From an optimization exercise on the open Yosys and OpenROAD flow, aimed at small area, a short achievable clock period and few clock cycles per item; shortcuts taken in it are not production practice.
In this exercise RTL edits were held to simulation tests only and were not proved equivalent to the original.
Power is estimated from default activity; no workload was simulated.

==> run a <==
## indexed_sequence_store_core
module indexed_sequence_store_core (
  input  wire logic            clk_i,
  input  wire logic            rst_ni,
  input  wire logic            req_valid_i,
  output logic                 req_ready_o,
  input  wire logic [2:0]      req_type_i,
  input  wire logic [31:0]     req_value_i,
  input  wire logic [5:0]      req_position_i,
  output logic                 rsp_valid_o,
  input  wire logic            rsp_ready_i,
  output logic [1:0]           rsp_status_o,
  output logic [4:0]           rsp_found_position_o,
  output logic [31:0]          rsp_front_value_o,
  output logic [31:0]          rsp_back_value_o,
  output logic [4:0]           rsp_length_o,
  output logic                 rsp_is_empty_o
);
==> module isq_mem, before the edit <==
module isq_mem #(
  parameter int DEPTH = 16,
  parameter int WIDTH = 32
) (
  input  wire logic                   clk_i,
  input  wire logic [DEPTH-1:0]       sel_new_i,
  input  wire logic [DEPTH-1:0]       sel_left_i,
  input  wire logic [DEPTH-1:0]       sel_right_i,
  input  wire logic [WIDTH-1:0]       wdata_i,
  output logic      [DEPTH*WIDTH-1:0] data_o
);
  logic [DEPTH*WIDTH-1:0] mem_q;
  logic [DEPTH*WIDTH-1:0] left, right;
  assign left  = {mem_q[(DEPTH-1)*WIDTH-1:0], wdata_i};
  assign right = {mem_q[DEPTH*WIDTH-1 -: WIDTH], mem_q[DEPTH*WIDTH-1:WIDTH]};
  always_ff @(posedge clk_i) begin
    for (int i = 0; i < DEPTH; i++) begin
      if (sel_new_i[i] || sel_left_i[i] || sel_right_i[i]) begin
        mem_q[i*WIDTH +: WIDTH] <= ({WIDTH{sel_new_i[i]}}   & wdata_i)
                                 | ({WIDTH{sel_left_i[i]}}  & left[i*WIDTH +: WIDTH])
                                 | ({WIDTH{sel_right_i[i]}} & right[i*WIDTH +: WIDTH]);
      end
    end
  end
  assign data_o = mem_q;
endmodule
make LEC_CHECK=0 CAP_MARGIN=20 CORE_MARGIN=2 CORE_UTILIZATION=40 SLEW_MARGIN=20 finish   # period 6.0 ns
run.sh (not shown) runs the stock make flow with config.mk's settings and CLKGATE_MAP_FILE= SYNTH_SCRIPT=/design/flow/synth_recipe.tcl, a recipe that flattens the netlist after the stock synthesis.
==> run b: changes against run a <==
--- a/flow/design.v
+++ b/flow/design.v
@@ -21,33 +21,33 @@
 endpackage
 `default_nettype wire
 `default_nettype none
 module isq_mem #(
   parameter int DEPTH = 16,
   parameter int WIDTH = 32
 ) (
   input  wire logic                   clk_i,
+  input  wire logic [DEPTH-1:0]       sel_hold_i,
   input  wire logic [DEPTH-1:0]       sel_new_i,
   input  wire logic [DEPTH-1:0]       sel_left_i,
   input  wire logic [DEPTH-1:0]       sel_right_i,
   input  wire logic [WIDTH-1:0]       wdata_i,
   output logic      [DEPTH*WIDTH-1:0] data_o
 );
   logic [DEPTH*WIDTH-1:0] mem_q;
   logic [DEPTH*WIDTH-1:0] left, right;
   assign left  = {mem_q[(DEPTH-1)*WIDTH-1:0], wdata_i};
   assign right = {mem_q[DEPTH*WIDTH-1 -: WIDTH], mem_q[DEPTH*WIDTH-1:WIDTH]};
   always_ff @(posedge clk_i) begin
     for (int i = 0; i < DEPTH; i++) begin
-      if (sel_new_i[i] || sel_left_i[i] || sel_right_i[i]) begin
-        mem_q[i*WIDTH +: WIDTH] <= ({WIDTH{sel_new_i[i]}}   & wdata_i)
-                                 | ({WIDTH{sel_left_i[i]}}  & left[i*WIDTH +: WIDTH])
-                                 | ({WIDTH{sel_right_i[i]}} & right[i*WIDTH +: WIDTH]);
-      end
+      mem_q[i*WIDTH +: WIDTH] <= ({WIDTH{sel_hold_i[i]}}    & mem_q[i*WIDTH +: WIDTH])
+                               | ({WIDTH{sel_new_i[i]}}   & wdata_i)
+                               | ({WIDTH{sel_left_i[i]}}  & left[i*WIDTH +: WIDTH])
+                               | ({WIDTH{sel_right_i[i]}} & right[i*WIDTH +: WIDTH]);
     end
   end
   assign data_o = mem_q;
 endmodule
 `default_nettype wire
 `default_nettype none
 import isq_pkg::*;
 module isq_ctrl #(
@@ -95,16 +95,36 @@
       end
       default: begin
       end
     endcase
   end
 endmodule
 `default_nettype wire
 `default_nettype none
+module isq_gate #(
+  parameter int DEPTH = 16
+) (
+  input  wire logic             go_i,
+  input  wire logic [DEPTH-1:0] p_hold_i,
+  input  wire logic [DEPTH-1:0] p_new_i,
+  input  wire logic [DEPTH-1:0] p_left_i,
+  input  wire logic [DEPTH-1:0] p_right_i,
+  output logic      [DEPTH-1:0] sel_hold_o,
+  output logic      [DEPTH-1:0] sel_new_o,
+  output logic      [DEPTH-1:0] sel_left_o,
+  output logic      [DEPTH-1:0] sel_right_o
+);
+  assign sel_hold_o  = p_hold_i  | {DEPTH{!go_i}};
+  assign sel_new_o   = p_new_i   & {DEPTH{go_i}};
+  assign sel_left_o  = p_left_i  & {DEPTH{go_i}};
+  assign sel_right_o = p_right_i & {DEPTH{go_i}};
+endmodule
+`default_nettype wire
+`default_nettype none
 import isq_pkg::*;
 module indexed_sequence_store_core (
   input  wire logic            clk_i,
   input  wire logic            rst_ni,
   input  wire logic            req_valid_i,
   output logic                 req_ready_o,
   input  wire logic [2:0]      req_type_i,
   input  wire logic [31:0]     req_value_i,
@@ -130,28 +150,32 @@
   logic [LIST_DEPTH-1:0] mask_q;
   logic [VALUE_BITS-1:0] value_q;
   logic [ReqW-1:0]       src_type;
   logic [VALUE_BITS-1:0] src_value;
   logic [PosW-1:0]       src_pos;
   logic                  dec_ins, dec_pop, dec_rmv, dec_find;
   logic [LIST_DEPTH-1:0] dec_mask;
   logic [LIST_DEPTH-1:0] len_q;
+  logic [CntW-1:0]       len_bin_q;
+  logic [VALUE_BITS-1:0] back_q;
   logic [LIST_DEPTH*VALUE_BITS-1:0] ent;
-  logic [LIST_DEPTH-1:0] sel_new, sel_left, sel_right;
+  logic [LIST_DEPTH-1:0] sel_hold, sel_new, sel_left, sel_right;
   logic                  rsp_valid_q;
   isq_pkg::status_e      status_q, status_d;
   logic [CntW-1:0]       found_q, found_d;
+  logic                  go;
   logic                  apply;
   logic                  req_free;
   logic                  in_take;
   assign req_ready_o = !skid_v_q;
   assign in_take     = req_valid_i && !skid_v_q;
-  assign apply       = req_v_q && (!rsp_valid_q || rsp_ready_i);
-  assign req_free    = !req_v_q || apply;
+  assign go          = rsp_ready_i || !rsp_valid_q;
+  assign apply       = req_v_q && go;
+  assign req_free    = !req_v_q || go;
   assign src_type  = skid_v_q ? skid_type_q  : req_type_i;
   assign src_value = skid_v_q ? skid_value_q : req_value_i;
   assign src_pos   = skid_v_q ? skid_pos_q   : req_position_i;
   isq_ctrl #(
     .LIST_DEPTH (LIST_DEPTH)
   ) u_dec (
     .req_type_i (src_type),
     .position_i (src_pos),
@@ -183,38 +207,78 @@
       pop_q   <= dec_pop;
       rmv_q   <= dec_rmv;
       find_q  <= dec_find;
       mask_q  <= dec_mask;
       value_q <= src_value;
     end
   end
   logic                  full, rem_ok, rmv_in, ins_ok;
+  logic                  at_end, rm_last, clear0;
   logic [LIST_DEPTH:0]   at;      
   logic [LIST_DEPTH:0]   hitv;    
+  logic [LIST_DEPTH-1:0] oh_len;  
+  logic [LIST_DEPTH-1:0] oh_m2;   
+  logic [VALUE_BITS-1:0] rd_m2;   
+  logic [LIST_DEPTH-1:0] p_hold, p_new, p_left, p_right;
+  logic [LIST_DEPTH-1:0] len_nx;
+  logic [CntW-1:0]       len_bin_nx;
+  logic [VALUE_BITS-1:0] back_nx;
   assign full   = len_q[LIST_DEPTH-1];
   assign ins_ok = ins_q && !full;
   assign rmv_in = |(len_q & ~mask_q);
   assign rem_ok = pop_q ? len_q[0] : (rmv_q && rmv_in);
+  assign clear0 = (!len_q[0] && !ins_q) ||
+                  (len_q[0] && !len_q[1] && (pop_q || (rmv_q && !mask_q[0])));
   always_comb begin
     for (int i = 0; i < LIST_DEPTH; i++) begin
+      oh_len[i] = ((i == 0) || len_q[(i == 0) ? 0 : i-1]) && !len_q[i];
+      oh_m2[i]  = (i + 1 < LIST_DEPTH) && len_q[(i + 1 < LIST_DEPTH) ? i+1 : 0] &&
+                  !((i + 2 < LIST_DEPTH) && len_q[(i + 2 < LIST_DEPTH) ? i+2 : 0]);
+    end
+    at_end  = |(oh_len & mask_q);
+    rm_last = (len_q[0] && !len_q[1]) || |(oh_m2 & mask_q);
+    rd_m2   = '0;
+    for (int i = 0; i < LIST_DEPTH; i++) begin
+      rd_m2 = rd_m2 | ({VALUE_BITS{oh_m2[i]}} & ent[i*VALUE_BITS +: VALUE_BITS]);
+    end
+    for (int i = 0; i < LIST_DEPTH; i++) begin
       at[i] = mask_q[i] && ((i == 0) || len_q[(i == 0) ? 0 : i-1]);
     end
     at[LIST_DEPTH] = 1'b0;
     for (int i = 0; i < LIST_DEPTH; i++) begin
-      sel_new[i]   = apply && ins_q && !full && at[i] && !at[i+1];
-      sel_left[i]  = apply && ins_q && !full && !at[i];
-      sel_right[i] = apply && (pop_q || rmv_q) && !mask_q[i] && (i != LIST_DEPTH-1);
+      p_new[i]   = req_v_q && ins_q && !full && at[i] && !at[i+1];
+      p_left[i]  = req_v_q && ins_q && !full && !at[i];
+      p_right[i] = req_v_q && (pop_q || rmv_q) && !mask_q[i] && (i != LIST_DEPTH-1);
+      p_hold[i]  = !(p_new[i] || p_left[i] || p_right[i]);
+    end
+    if (req_v_q && clear0) begin
+      p_right[0] = 1'b0;
+      p_hold[0]  = 1'b0;
     end
   end
+  isq_gate #(
+    .DEPTH (LIST_DEPTH)
+  ) u_gate (
+    .go_i        (go),
+    .p_hold_i    (p_hold),
+    .p_new_i     (p_new),
+    .p_left_i    (p_left),
+    .p_right_i   (p_right),
+    .sel_hold_o  (sel_hold),
+    .sel_new_o   (sel_new),
+    .sel_left_o  (sel_left),
+    .sel_right_o (sel_right)
+  );
   isq_mem #(
     .DEPTH (LIST_DEPTH),
     .WIDTH (VALUE_BITS)
   ) u_mem (
     .clk_i       (clk_i),
+    .sel_hold_i  (sel_hold),
     .sel_new_i   (sel_new),
     .sel_left_i  (sel_left),
     .sel_right_i (sel_right),
     .wdata_i     (value_q),
     .data_o      (ent)
   );
   always_comb begin
     for (int i = 0; i < LIST_DEPTH; i++) begin
@@ -228,52 +292,58 @@
     if (!find_q) found_d = '0;
   end
   always_comb begin
     status_d = ST_OK;
     if (ins_q && full) status_d = ST_FULL;
     else if (pop_q && !len_q[0]) status_d = ST_EMPTY;
     else if (rmv_q && !rmv_in) status_d = ST_BADPOS;
   end
+  always_comb begin
+    len_nx     = len_q;
+    len_bin_nx = len_bin_q;
+    back_nx    = back_q;
+    if (req_v_q && ins_ok) begin
+      len_nx     = {len_q[LIST_DEPTH-2:0], 1'b1};
+      len_bin_nx = len_bin_q + CntW'(1);
+    end else if (req_v_q && rem_ok) begin
+      len_nx     = {1'b0, len_q[LIST_DEPTH-1:1]};
+      len_bin_nx = len_bin_q - CntW'(1);
+    end
+    if (req_v_q) begin
+      if (ins_ok && at_end) begin
+        back_nx = value_q;
+      end else if (rem_ok && rm_last) begin
+        back_nx = rd_m2;
+      end else if (!len_q[0]) begin
+        back_nx = '0;
+      end
+    end
+  end
   always_ff @(posedge clk_i or negedge rst_ni) begin
     if (!rst_ni) begin
       len_q       <= '0;
+      len_bin_q   <= '0;
       rsp_valid_q <= 1'b0;
-    end else begin
-      if (apply) begin
-        rsp_valid_q <= 1'b1;
-      end else if (rsp_ready_i) begin
-        rsp_valid_q <= 1'b0;
-      end
-      if (apply && ins_ok) begin
-        len_q <= {len_q[LIST_DEPTH-2:0], 1'b1};
-      end else if (apply && rem_ok) begin
-        len_q <= {1'b0, len_q[LIST_DEPTH-1:1]};
-      end
+    end else if (go) begin
+      rsp_valid_q <= req_v_q;
+      len_q       <= len_nx;
+      len_bin_q   <= len_bin_nx;
     end
   end
   always_ff @(posedge clk_i) begin
+    if (go) begin
+      back_q <= back_nx;
+    end
     if (apply) begin
       status_q <= status_d;
       found_q  <= found_d;
     end
   end
-  logic [VALUE_BITS-1:0] back;
-  logic [CntW-1:0]       length;
-  always_comb begin
-    back   = '0;
-    length = '0;
-    for (int i = 0; i < LIST_DEPTH; i++) begin
-      if (len_q[i] && ((i == LIST_DEPTH-1) || !len_q[(i == LIST_DEPTH-1) ? i : i+1])) begin
-        back   = back | ent[i*VALUE_BITS +: VALUE_BITS];
-        length = length | CntW'(i + 1);
-      end
-    end
-  end
   assign rsp_valid_o          = rsp_valid_q;
   assign rsp_status_o         = status_q;
   assign rsp_found_position_o = found_q;
-  assign rsp_front_value_o    = ent[VALUE_BITS-1:0] & {VALUE_BITS{len_q[0]}};
-  assign rsp_back_value_o     = back;
-  assign rsp_length_o         = length;
+  assign rsp_front_value_o    = ent[VALUE_BITS-1:0];
+  assign rsp_back_value_o     = back_q;
+  assign rsp_length_o         = len_bin_q;
   assign rsp_is_empty_o       = !len_q[0];
 endmodule
 `default_nettype wire
==> flow/flow/run.sh (new file) <==
#!/bin/bash
# The standard layout (the standard.sh, standard synthesis included), with
# plain buf_2 cells as the port buffers instead of the flow's default choice.
set -euo pipefail
bash standard.sh "BUFFER_PORTS_ARGS=-buffer_cell sky130_fd_sc_hd__buf_2" finish > standard_flow.log 2>&1
==> flow/standard.sh (new file) <==
#!/bin/bash
# synth_recipe.tcl (not shown) runs the flow's synth.tcl, then flattens the netlist and writes it again
# the make line also repeats each setting of config.mk as NAME=value (left out here)
make -C /OpenROAD-flow-scripts/flow DESIGN_CONFIG=/design/flow/config.mk WORK_HOME=/design/flow/orfs CLKGATE_MAP_FILE= SYNTH_SCRIPT=/design/flow/synth_recipe.tcl "${@:-finish}"
SETUP_SLACK_MARGIN = 3.5   (was default)
SYNTH_HIERARCHICAL = 1   (was default)
SYNTH_MINIMUM_KEEP_SIZE = 0   (was default)
TNS_END_PERCENT = 0   (was default)
removed: flow/run.sh
==> run c: changes against run a <==
--- a/flow/design.v
+++ b/flow/design.v
@@ -29,25 +29,26 @@
   input  wire logic [DEPTH-1:0]       sel_new_i,
   input  wire logic [DEPTH-1:0]       sel_left_i,
   input  wire logic [DEPTH-1:0]       sel_right_i,
   input  wire logic [WIDTH-1:0]       wdata_i,
   output logic      [DEPTH*WIDTH-1:0] data_o
 );
   logic [DEPTH*WIDTH-1:0] mem_q;
   logic [DEPTH*WIDTH-1:0] left, right;
+  logic [DEPTH-1:0]       sel_hold;
+  assign sel_hold = ~(sel_new_i | sel_left_i | sel_right_i);
   assign left  = {mem_q[(DEPTH-1)*WIDTH-1:0], wdata_i};
   assign right = {mem_q[DEPTH*WIDTH-1 -: WIDTH], mem_q[DEPTH*WIDTH-1:WIDTH]};
   always_ff @(posedge clk_i) begin
     for (int i = 0; i < DEPTH; i++) begin
-      if (sel_new_i[i] || sel_left_i[i] || sel_right_i[i]) begin
-        mem_q[i*WIDTH +: WIDTH] <= ({WIDTH{sel_new_i[i]}}   & wdata_i)
-                                 | ({WIDTH{sel_left_i[i]}}  & left[i*WIDTH +: WIDTH])
-                                 | ({WIDTH{sel_right_i[i]}} & right[i*WIDTH +: WIDTH]);
-      end
+      mem_q[i*WIDTH +: WIDTH] <= ({WIDTH{sel_hold[i]}}    & mem_q[i*WIDTH +: WIDTH])
+                               | ({WIDTH{sel_new_i[i]}}   & wdata_i)
+                               | ({WIDTH{sel_left_i[i]}}  & left[i*WIDTH +: WIDTH])
+                               | ({WIDTH{sel_right_i[i]}} & right[i*WIDTH +: WIDTH]);
     end
   end
   assign data_o = mem_q;
 endmodule
 `default_nettype wire
 `default_nettype none
 import isq_pkg::*;
 module isq_ctrl #(
==> summary.txt <==
Critical path depth is the same in run b and run c. Synthesized cell count, lowest first: run a, run c, run b. The highest clock power belongs to run b, the lowest to run a. Of run b and run c, run c has the higher power (gap about 12%, measured against run c). The lowest combinational power belongs to run b, the highest to run c. Sequential power: run c > run a > run b.
==> figures <==
Status: run b finished clean; run c finished clean; run a finished clean
Met2 track demand over resource in global routing: run b 53.9%; run c 53.5%; run a 46.1%
Buffering stage count on the worst path with inverters included: run b 1; run c 2; run a 2
Startpoint of the worst hold path: run b skid_value_q[19]; run c skid_value_q[12]; run a skid_value_q[9]
Total iterations of the first detailed-routing run: run b 13; run c 14; run a 15
First-pass GRT wire length: run b 273 mm; run c 240 mm; run a 229 mm
Routed wirelength normalized by instance count: run b 35.5 microns; run c 33.2 microns; run a 35.6 microns
Post-Layout Cell Count: run b 5471; run c 5116; run a 4668
Post-synthesis cell count: run b 4105; run c 3988; run a 3371
Placeable core region: run b 91900 sq um; run c 86500 sq um; run a 93000 sq um
Worst Setup Path Type: run b flip-flop to flip-flop; run c flip-flop to primary output; run a flip-flop to primary output
Chip Height: run b 309 microns; run c 299 microns; run a 310 microns
Met2 Wirelength: run b 75.6 mm; run c 70.8 mm; run a 66.4 mm
Testbench counts of run a, summed over its fixed seeds: cycles 6,416, items 6,400.
Testbench counts of run b, summed over its fixed seeds: cycles 6,416, items 6,400.
Testbench counts of run c, summed over its fixed seeds: cycles 6,416, items 6,400.

[static timing again, ports no longer ideal]
The flow's constraints put no driver on any port. The routed layouts listed below were extracted and timed again, unchanged, in two steps. Step 1 assumes that a clkbuf_16 drives the clock port and a buf_2 every other input. Step 2 moves the port delays by t, midway between the first and last clock arrival at a register: inputs arrive t later, outputs are due t later. That takes back most of the time a late clock gives input paths. Three values: ideal, step 1, step 2; two values: the first two.
run	t (ns)	setup WS [ns]	worst slew at a driven data input, ns
run a	0.702	1.165 / 1.098 / 1.800	0.05
run b	0.722	3.143 / 3.143 / 2.712	0.04
run c	0.695	0.864 / 0.796 / 1.328	0.06
After both steps setup and hold are still met in every run listed. For run b, which loses most, drivers alone change the setup slack by 0.000 ns; drivers and shift together by -0.431 ns.
